This is an optimization exercise on Yosys and OpenROAD, whose aim is small area, a short achievable clock period and few clock cycles, not a production implementation.
RTL that was checked went through simulation tests only; none was proved equivalent to the original.
Power figures rest on the tool's default switching activity, not on a simulated workload.

==> flow/design.v <==
package slpm_pkg;
    typedef enum logic [2:0] {
        REQ_CLEAR   = 3'd0,
        REQ_ELEMENT = 3'd1,
        REQ_RANGE   = 3'd2,
        REQ_BYTE    = 3'd3,
        REQ_END     = 3'd4
    } req_code_t;
    typedef struct packed {
        logic [2:0] req_type;
        logic       is_percent;
        logic       negate;
        logic [7:0] range_low;
        logic [7:0] range_high;
        logic [7:0] value_byte;
    } item_t;
    typedef struct packed {
        logic matched;
        logic pattern_error;
    } result_t;
    typedef struct packed {
        logic       new_elem;
        logic       add_range;
        logic       is_percent;
        logic       negate;
        logic [7:0] range_low;
        logic [7:0] range_high;
    } cell_wr_t;
endpackage
module slpm_cell #(
    parameter int MAX_RANGES = 4
) (
    input  logic       clk,
    input  logic       create,        
    input  logic       wr_slot,       
    input  logic       is_percent,
    input  logic       negate,
    input  logic [7:0] range_low,     
    input  logic [7:0] range_high,
    input  logic [3:0] byte_lo,       
    input  logic [3:0] byte_lo_n,     
    input  logic [3:0] byte_hi,       
    input  logic [3:0] byte_hi_n,     
    output logic       pct,
    output logic       neg,
    output logic       any_hit        
);
    localparam int MR = MAX_RANGES;
    logic       pct_reg;
    logic       neg_reg;
    logic [7:0] lo_reg [MR];
    logic [7:0] hi_reg [MR];
    logic [MR-1:0] c_lo, c_hi;            
    logic [MR-1:0] c_lo_reg, c_hi_reg;    
    logic [MR-1:0] in_rng;
    function automatic logic le4(input logic [3:0] a_n, input logic [3:0] b,
                                 input logic c_in);
        logic c;
        c = c_in;
        for (int i = 0; i < 4; i++)
            c = (b[i] & a_n[i]) | (c & (b[i] | a_n[i]));
        le4 = c;
    endfunction
    always_ff @(posedge clk)
    begin
        if (create)
        begin
            pct_reg <= is_percent;
            neg_reg <= negate;
        end
    end
    always_ff @(posedge clk)
    begin
        if (wr_slot)
        begin
            lo_reg[0] <= range_low;
            hi_reg[0] <= range_high;
        end
        else
        begin
            lo_reg[0] <= lo_reg[MR-1];
            hi_reg[0] <= hi_reg[MR-1];
        end
        for (int k = 1; k < MR; k++)
        begin
            lo_reg[k] <= {lo_reg[k-1][7] | create, lo_reg[k-1][6:0]};
            hi_reg[k] <= {hi_reg[k-1][7] & !create, hi_reg[k-1][6:0]};
        end
    end
    for (genvar r = 0; r < MR; r++)
    begin : g_lo
        assign c_lo[r] = le4(~lo_reg[r][3:0], byte_lo, 1'b1);
        assign c_hi[r] = le4(byte_lo_n, hi_reg[r][3:0], 1'b1);
    end
    always_ff @(posedge clk)
    begin
        c_lo_reg <= {c_lo[MR-2:0], c_lo[MR-1]};
        c_hi_reg <= {c_hi[MR-2:0], c_hi[MR-1]};
    end
    for (genvar r = 0; r < MR; r++)
    begin : g_hi
        assign in_rng[r] = le4(~lo_reg[r][7:4], byte_hi, c_lo_reg[r]) &&
                           le4(byte_hi_n, hi_reg[r][7:4], c_hi_reg[r]);
    end
    assign pct     = pct_reg;
    assign neg     = neg_reg;
    assign any_hit = |in_rng;
endmodule
module sql_like_pattern_matcher #(
    parameter int MAX_ELEMENTS = 32,
    parameter int MAX_RANGES   = 4
) (
    input  logic        clk,
    input  logic        rst_n,
    input  logic        item_valid,
    output logic        item_ready,
    input  logic [2:0]  item_req_type,
    input  logic        item_is_percent,
    input  logic        item_negate,
    input  logic [7:0]  item_range_low,
    input  logic [7:0]  item_range_high,
    input  logic [7:0]  item_value_byte,
    output logic        result_valid,
    input  logic        result_ready,
    output logic        result_matched,
    output logic        result_pattern_error
);
    localparam int ME = MAX_ELEMENTS;
    localparam int MR = MAX_RANGES;
    localparam int NP = ME + 1;
    localparam int LV = $clog2(NP);
    localparam int RQ_DEPTH = 5;
    localparam int TW = $clog2(RQ_DEPTH + 1);
    logic       ready_reg;
    logic       s1_valid;
    logic [2:0] s1_type;
    logic       s1_pct, s1_neg;
    logic [7:0] s1_lo, s1_hi;
    logic [3:0] s1_blo, s1_blo_n, s1_bhi;
    logic       s1_clear, s1_elem, s1_range, s1_byte_req, s1_end;
    logic       s1_stall;
    logic       take;
    assign take = item_valid && ready_reg;
    always_ff @(posedge clk or negedge rst_n)
    begin
        if (!rst_n)
            s1_valid <= 1'b0;
        else
            s1_valid <= ready_reg ? item_valid : s1_stall;
    end
    always_ff @(posedge clk)
    begin
        if (ready_reg)
        begin
            s1_type <= item_req_type;
            s1_pct  <= item_is_percent;
            s1_neg  <= item_negate;
            s1_lo   <= item_range_low;
            s1_hi   <= item_range_high;
            s1_blo   <= item_value_byte[3:0];
            s1_blo_n <= ~item_value_byte[3:0];
            s1_bhi   <= item_value_byte[7:4];
        end
    end
    assign s1_clear    = s1_valid && (s1_type == slpm_pkg::REQ_CLEAR);
    assign s1_elem     = s1_valid && (s1_type == slpm_pkg::REQ_ELEMENT);
    assign s1_range    = s1_valid && (s1_type == slpm_pkg::REQ_RANGE);
    assign s1_byte_req = s1_valid && (s1_type == slpm_pkg::REQ_BYTE);
    assign s1_end      = s1_valid && (s1_type == slpm_pkg::REQ_END);
    logic [ME-1:0] elem_mask, elem_mask_d;
    logic [MR-1:0] slot_used, slot_used_d;
    logic          ovf_reg;
    logic          elem_full, rng_full, range_ok;
    logic          new_elem, wr_range;
    logic [ME-1:0] sel_new, sel_last;
    assign elem_full = elem_mask[ME-1];
    assign rng_full  = &slot_used;
    assign range_ok  = elem_mask[0] && !rng_full;
    assign s1_stall  = s1_range && range_ok && slot_used[MR-1];
    assign new_elem  = s1_elem && !elem_full;
    assign wr_range  = s1_range && range_ok && !slot_used[MR-1];
    for (genvar e = 0; e < ME; e++)
    begin : g_sel
        if (e == 0)
            assign sel_new[e] = !elem_mask[0];
        else
            assign sel_new[e] = elem_mask[e-1] && !elem_mask[e];
        if (e == ME - 1)
            assign sel_last[e] = elem_mask[e];
        else
            assign sel_last[e] = elem_mask[e] && !elem_mask[e+1];
    end
    always_comb
    begin
        elem_mask_d = elem_mask;
        if (s1_clear)
            elem_mask_d = '0;
        else if (new_elem)
            elem_mask_d = {elem_mask[ME-2:0], 1'b1};
        if (new_elem)
            slot_used_d = '0;
        else
            slot_used_d = {slot_used[MR-2:0], slot_used[MR-1] | wr_range};
    end
    always_ff @(posedge clk or negedge rst_n)
    begin
        if (!rst_n)
        begin
            elem_mask <= '0;
            ovf_reg   <= 1'b0;
        end
        else
        begin
            elem_mask <= elem_mask_d;
            if (s1_clear)
                ovf_reg <= 1'b0;
            else if ((s1_elem && elem_full) || (s1_range && !range_ok))
                ovf_reg <= 1'b1;
        end
    end
    always_ff @(posedge clk)
        slot_used <= slot_used_d;
    logic [7:0]    wr_lo, wr_hi;
    logic [ME-1:0] cell_pct, cell_neg, cell_any;
    logic [3:0]    s2_bhi, s2_bhi_n;
    assign wr_lo = {s1_lo[7] | s1_elem, s1_lo[6:0]};
    assign wr_hi = {s1_hi[7] & !s1_elem, s1_hi[6:0]};
    for (genvar e = 0; e < ME; e++)
    begin : g_cell
        slpm_cell #(
            .MAX_RANGES (MR)
        ) u_cell (
            .clk        (clk),
            .create     (new_elem && sel_new[e]),
            .wr_slot    ((new_elem && sel_new[e]) || (wr_range && sel_last[e])),
            .is_percent (s1_pct),
            .negate     (s1_neg),
            .range_low  (wr_lo),
            .range_high (wr_hi),
            .byte_lo    (s1_blo),
            .byte_lo_n  (s1_blo_n),
            .byte_hi    (s2_bhi),
            .byte_hi_n  (s2_bhi_n),
            .pct        (cell_pct[e]),
            .neg        (cell_neg[e]),
            .any_hit    (cell_any[e])
        );
    end
    logic          s1_range_d, stall_d, pop;
    logic [TW-1:0] ends_reg, ends_d;    
    logic          rq_head_valid;
    assign pop        = rq_head_valid && result_ready;
    assign ends_d     = ends_reg + TW'(take && item_req_type == slpm_pkg::REQ_END) - TW'(pop);
    assign s1_range_d = ready_reg ? (item_valid && item_req_type == slpm_pkg::REQ_RANGE) : s1_stall;
    assign stall_d    = s1_range_d && !(&slot_used_d) && slot_used_d[MR-1] &&
                        !s1_clear && (elem_mask[0] || new_elem);
    always_ff @(posedge clk or negedge rst_n)
    begin
        if (!rst_n)
        begin
            ends_reg  <= '0;
            ready_reg <= 1'b1;
        end
        else
        begin
            ends_reg  <= ends_d;
            ready_reg <= !stall_d && (ends_d < TW'(RQ_DEPTH));
        end
    end
    assign item_ready = ready_reg;
    logic          s2_byte, s2_end, s2_clear;
    logic          s3_byte, s3_end, s3_clear;
    logic [ME-1:0] s3_any;
    logic [ME-1:0] elem_mask_p;     
    logic          ovf_p;           
    always_ff @(posedge clk or negedge rst_n)
    begin
        if (!rst_n)
        begin
            s2_byte  <= 1'b0;
            s2_end   <= 1'b0;
            s2_clear <= 1'b0;
            s3_byte  <= 1'b0;
            s3_end   <= 1'b0;
            s3_clear <= 1'b0;
        end
        else
        begin
            s2_byte  <= s1_byte_req;
            s2_end   <= s1_end;
            s2_clear <= s1_clear;
            s3_byte  <= s2_byte;
            s3_end   <= s2_end;
            s3_clear <= s2_clear;
        end
    end
    always_ff @(posedge clk)
    begin
        s2_bhi      <= s1_bhi;
        s2_bhi_n    <= ~s1_bhi;
        s3_any      <= cell_any;
        elem_mask_p <= elem_mask;
        ovf_p       <= ovf_reg;
    end
    logic [NP-1:0] act_reg;
    logic [NP-1:0] kg [LV+1];
    logic [NP-1:0] kp [LV+1];
    logic [NP-1:0] closed, step_next, end_pos;
    logic [ME-1:0] lpct, adv;
    logic          matched;
    assign lpct = cell_pct & elem_mask_p;
    assign adv  = elem_mask_p & ~cell_pct & (s3_any ^ cell_neg);
    always_comb
    begin
        kg[0] = act_reg;
        kp[0] = {lpct, 1'b0};
        for (int k = 0; k < LV; k++)
        begin
            for (int j = 0; j < NP; j++)
            begin
                if (j >= (1 << k))
                begin
                    kg[k+1][j] = kg[k][j] || (kp[k][j] && kg[k][j-(1<<k)]);
                    kp[k+1][j] = kp[k][j] && kp[k][j-(1<<k)];
                end
                else
                begin
                    kg[k+1][j] = kg[k][j];
                    kp[k+1][j] = kp[k][j];
                end
            end
        end
    end
    assign closed = kg[LV];
    assign step_next = ({1'b0, closed[ME-1:0] & lpct}) | ({closed[ME-1:0] & adv, 1'b0});
    assign end_pos = {elem_mask_p, 1'b1} & ~{1'b0, elem_mask_p};
    assign matched = |(closed & end_pos);
    always_ff @(posedge clk or negedge rst_n)
    begin
        if (!rst_n)
            act_reg <= NP'(1);
        else if (s3_end || s3_clear)
            act_reg <= NP'(1);
        else if (s3_byte)
            act_reg <= step_next;
    end
    logic s4_end;
    logic s4_matched, s4_error;
    always_ff @(posedge clk or negedge rst_n)
    begin
        if (!rst_n)
            s4_end <= 1'b0;
        else
            s4_end <= s3_end;
    end
    always_ff @(posedge clk)
    begin
        s4_matched <= matched;
        s4_error   <= ovf_p;
    end
    logic [RQ_DEPTH-1:0] rq_valid;
    logic [1:0]          rq_data [RQ_DEPTH];
    logic [RQ_DEPTH-1:0] rq_valid_sh;
    logic [1:0]          rq_data_sh [RQ_DEPTH];
    assign rq_head_valid = rq_valid[0];
    always_comb
    begin
        for (int k = 0; k < RQ_DEPTH; k++)
        begin
            if (pop)
            begin
                rq_valid_sh[k] = (k + 1 < RQ_DEPTH) ? rq_valid[(k+1) % RQ_DEPTH] : 1'b0;
                rq_data_sh[k]  = (k + 1 < RQ_DEPTH) ? rq_data[(k+1) % RQ_DEPTH] : rq_data[k];
            end
            else
            begin
                rq_valid_sh[k] = rq_valid[k];
                rq_data_sh[k]  = rq_data[k];
            end
        end
    end
    always_ff @(posedge clk or negedge rst_n)
    begin
        if (!rst_n)
            rq_valid <= '0;
        else
        begin
            for (int k = 0; k < RQ_DEPTH; k++)
                rq_valid[k] <= rq_valid_sh[k] ||
                               (s4_end && (k == 0 || rq_valid_sh[(k+RQ_DEPTH-1) % RQ_DEPTH]));
        end
    end
    always_ff @(posedge clk)
    begin
        for (int k = 0; k < RQ_DEPTH; k++)
        begin
            if (s4_end && !rq_valid_sh[k] && (k == 0 || rq_valid_sh[(k+RQ_DEPTH-1) % RQ_DEPTH]))
                rq_data[k] <= {s4_matched, s4_error};
            else
                rq_data[k] <= rq_data_sh[k];
        end
    end
    assign result_valid         = rq_valid[0];
    assign result_matched       = rq_data[0][1];
    assign result_pattern_error = rq_data[0][0];
endmodule
Settings: LEC_CHECK=0, CAP_MARGIN=20, CORE_MARGIN=2, CORE_UTILIZATION=55, PLACE_DENSITY=0.65, SETUP_SLACK_MARGIN=4.5, SLEW_MARGIN=20; clock period 7.0 ns.
run.sh (not shown) runs the stock make flow with config.mk's settings and CLKGATE_MAP_FILE= SYNTH_SCRIPT=/design/flow/synth_recipe.tcl, a recipe that flattens the netlist after the stock synthesis.
Change:
--- a/flow/design.v
+++ b/flow/design.v
@@ -128,13 +128,14 @@
     localparam int ME = MAX_ELEMENTS;
     localparam int MR = MAX_RANGES;
     localparam int NP = ME + 1;
     localparam int LV = $clog2(NP);
     localparam int RQ_DEPTH = 5;
     localparam int TW = $clog2(RQ_DEPTH + 1);
-    logic       ready_reg;
+    logic       ready_reg;      
+    logic       stall_reg;      
     logic       s1_valid;
     logic [2:0] s1_type;
     logic       s1_pct, s1_neg;
     logic [7:0] s1_lo, s1_hi;
     logic [3:0] s1_blo, s1_blo_n, s1_bhi;
     logic       s1_clear, s1_elem, s1_range, s1_byte_req, s1_end;
@@ -143,17 +144,17 @@
     assign take = item_valid && ready_reg;
     always_ff @(posedge clk or negedge rst_n)
     begin
         if (!rst_n)
             s1_valid <= 1'b0;
         else
-            s1_valid <= ready_reg ? item_valid : s1_stall;
+            s1_valid <= stall_reg || take;
     end
     always_ff @(posedge clk)
     begin
-        if (ready_reg)
+        if (!stall_reg)
         begin
             s1_type <= item_req_type;
             s1_pct  <= item_is_percent;
             s1_neg  <= item_negate;
             s1_lo   <= item_range_low;
             s1_hi   <= item_range_high;
@@ -248,26 +249,28 @@
     end
     logic          s1_range_d, stall_d, pop;
     logic [TW-1:0] ends_reg, ends_d;    
     logic          rq_head_valid;
     assign pop        = rq_head_valid && result_ready;
     assign ends_d     = ends_reg + TW'(take && item_req_type == slpm_pkg::REQ_END) - TW'(pop);
-    assign s1_range_d = ready_reg ? (item_valid && item_req_type == slpm_pkg::REQ_RANGE) : s1_stall;
+    assign s1_range_d = stall_reg || (take && item_req_type == slpm_pkg::REQ_RANGE);
     assign stall_d    = s1_range_d && !(&slot_used_d) && slot_used_d[MR-1] &&
                         !s1_clear && (elem_mask[0] || new_elem);
     always_ff @(posedge clk or negedge rst_n)
     begin
         if (!rst_n)
         begin
             ends_reg  <= '0;
-            ready_reg <= 1'b1;
+            ready_reg <= 1'b0;      
+            stall_reg <= 1'b0;
         end
         else
         begin
             ends_reg  <= ends_d;
             ready_reg <= !stall_d && (ends_d < TW'(RQ_DEPTH));
+            stall_reg <= stall_d;
         end
     end
     assign item_ready = ready_reg;
     logic          s2_byte, s2_end, s2_clear;
     logic          s3_byte, s3_end, s3_clear;
     logic [ME-1:0] s3_any;
Worst setup slack gets better by 290 ps. Final area is lower by 0.74%. Utilization shrinks by 0.41 points. Count of clock-buffer cells in the layout increases by 1. Maximum frequency grows by 10%. Wire length fell by 1.9%. Global-route usage fell by 0.61 points. Power is lower by 14%. Synthesized area barely changes.
Testbench counts after the change, summed over its fixed seeds: cycles 53,318.
For the first run of this note, only the layout was checked, not whether the RTL still works.

==> separate check: timing with driven ports <==
The results above use ideal ports. As a check the final layouts listed here were re-extracted and re-timed, cells and wires unchanged.
Step 1, drivers: a clkbuf_16 drives clk and a buf_2 each remaining input, both assumed.
Step 2 adds t to the input delays and takes it off the output delays; t is the mean of the earliest and latest rising clock arrival at the registers after step 1. Input paths then give back, and output paths get back, about the clock's delay inside the block.
Three values: ideal ports, drivers, drivers and shift; two values: the first two.
run | t (ns) | setup slack, ns | worst hold slack (ns) | slew at the worst register clock pin (ns)
the first run | 0.974 | 3.842 / 3.758 / 3.705 | 0.315 / 0.315 / 0.315 | 0.06 / 0.06
the second run | 0.942 | 4.131 / 4.103 / 3.710 | 0.323 / 0.323 / 0.323 | 0.07 / 0.07
After both steps setup and hold are still met in every run listed. The setup slack of the second run, which loses most, moves by -0.028 ns with the drivers and by -0.421 ns with both steps.
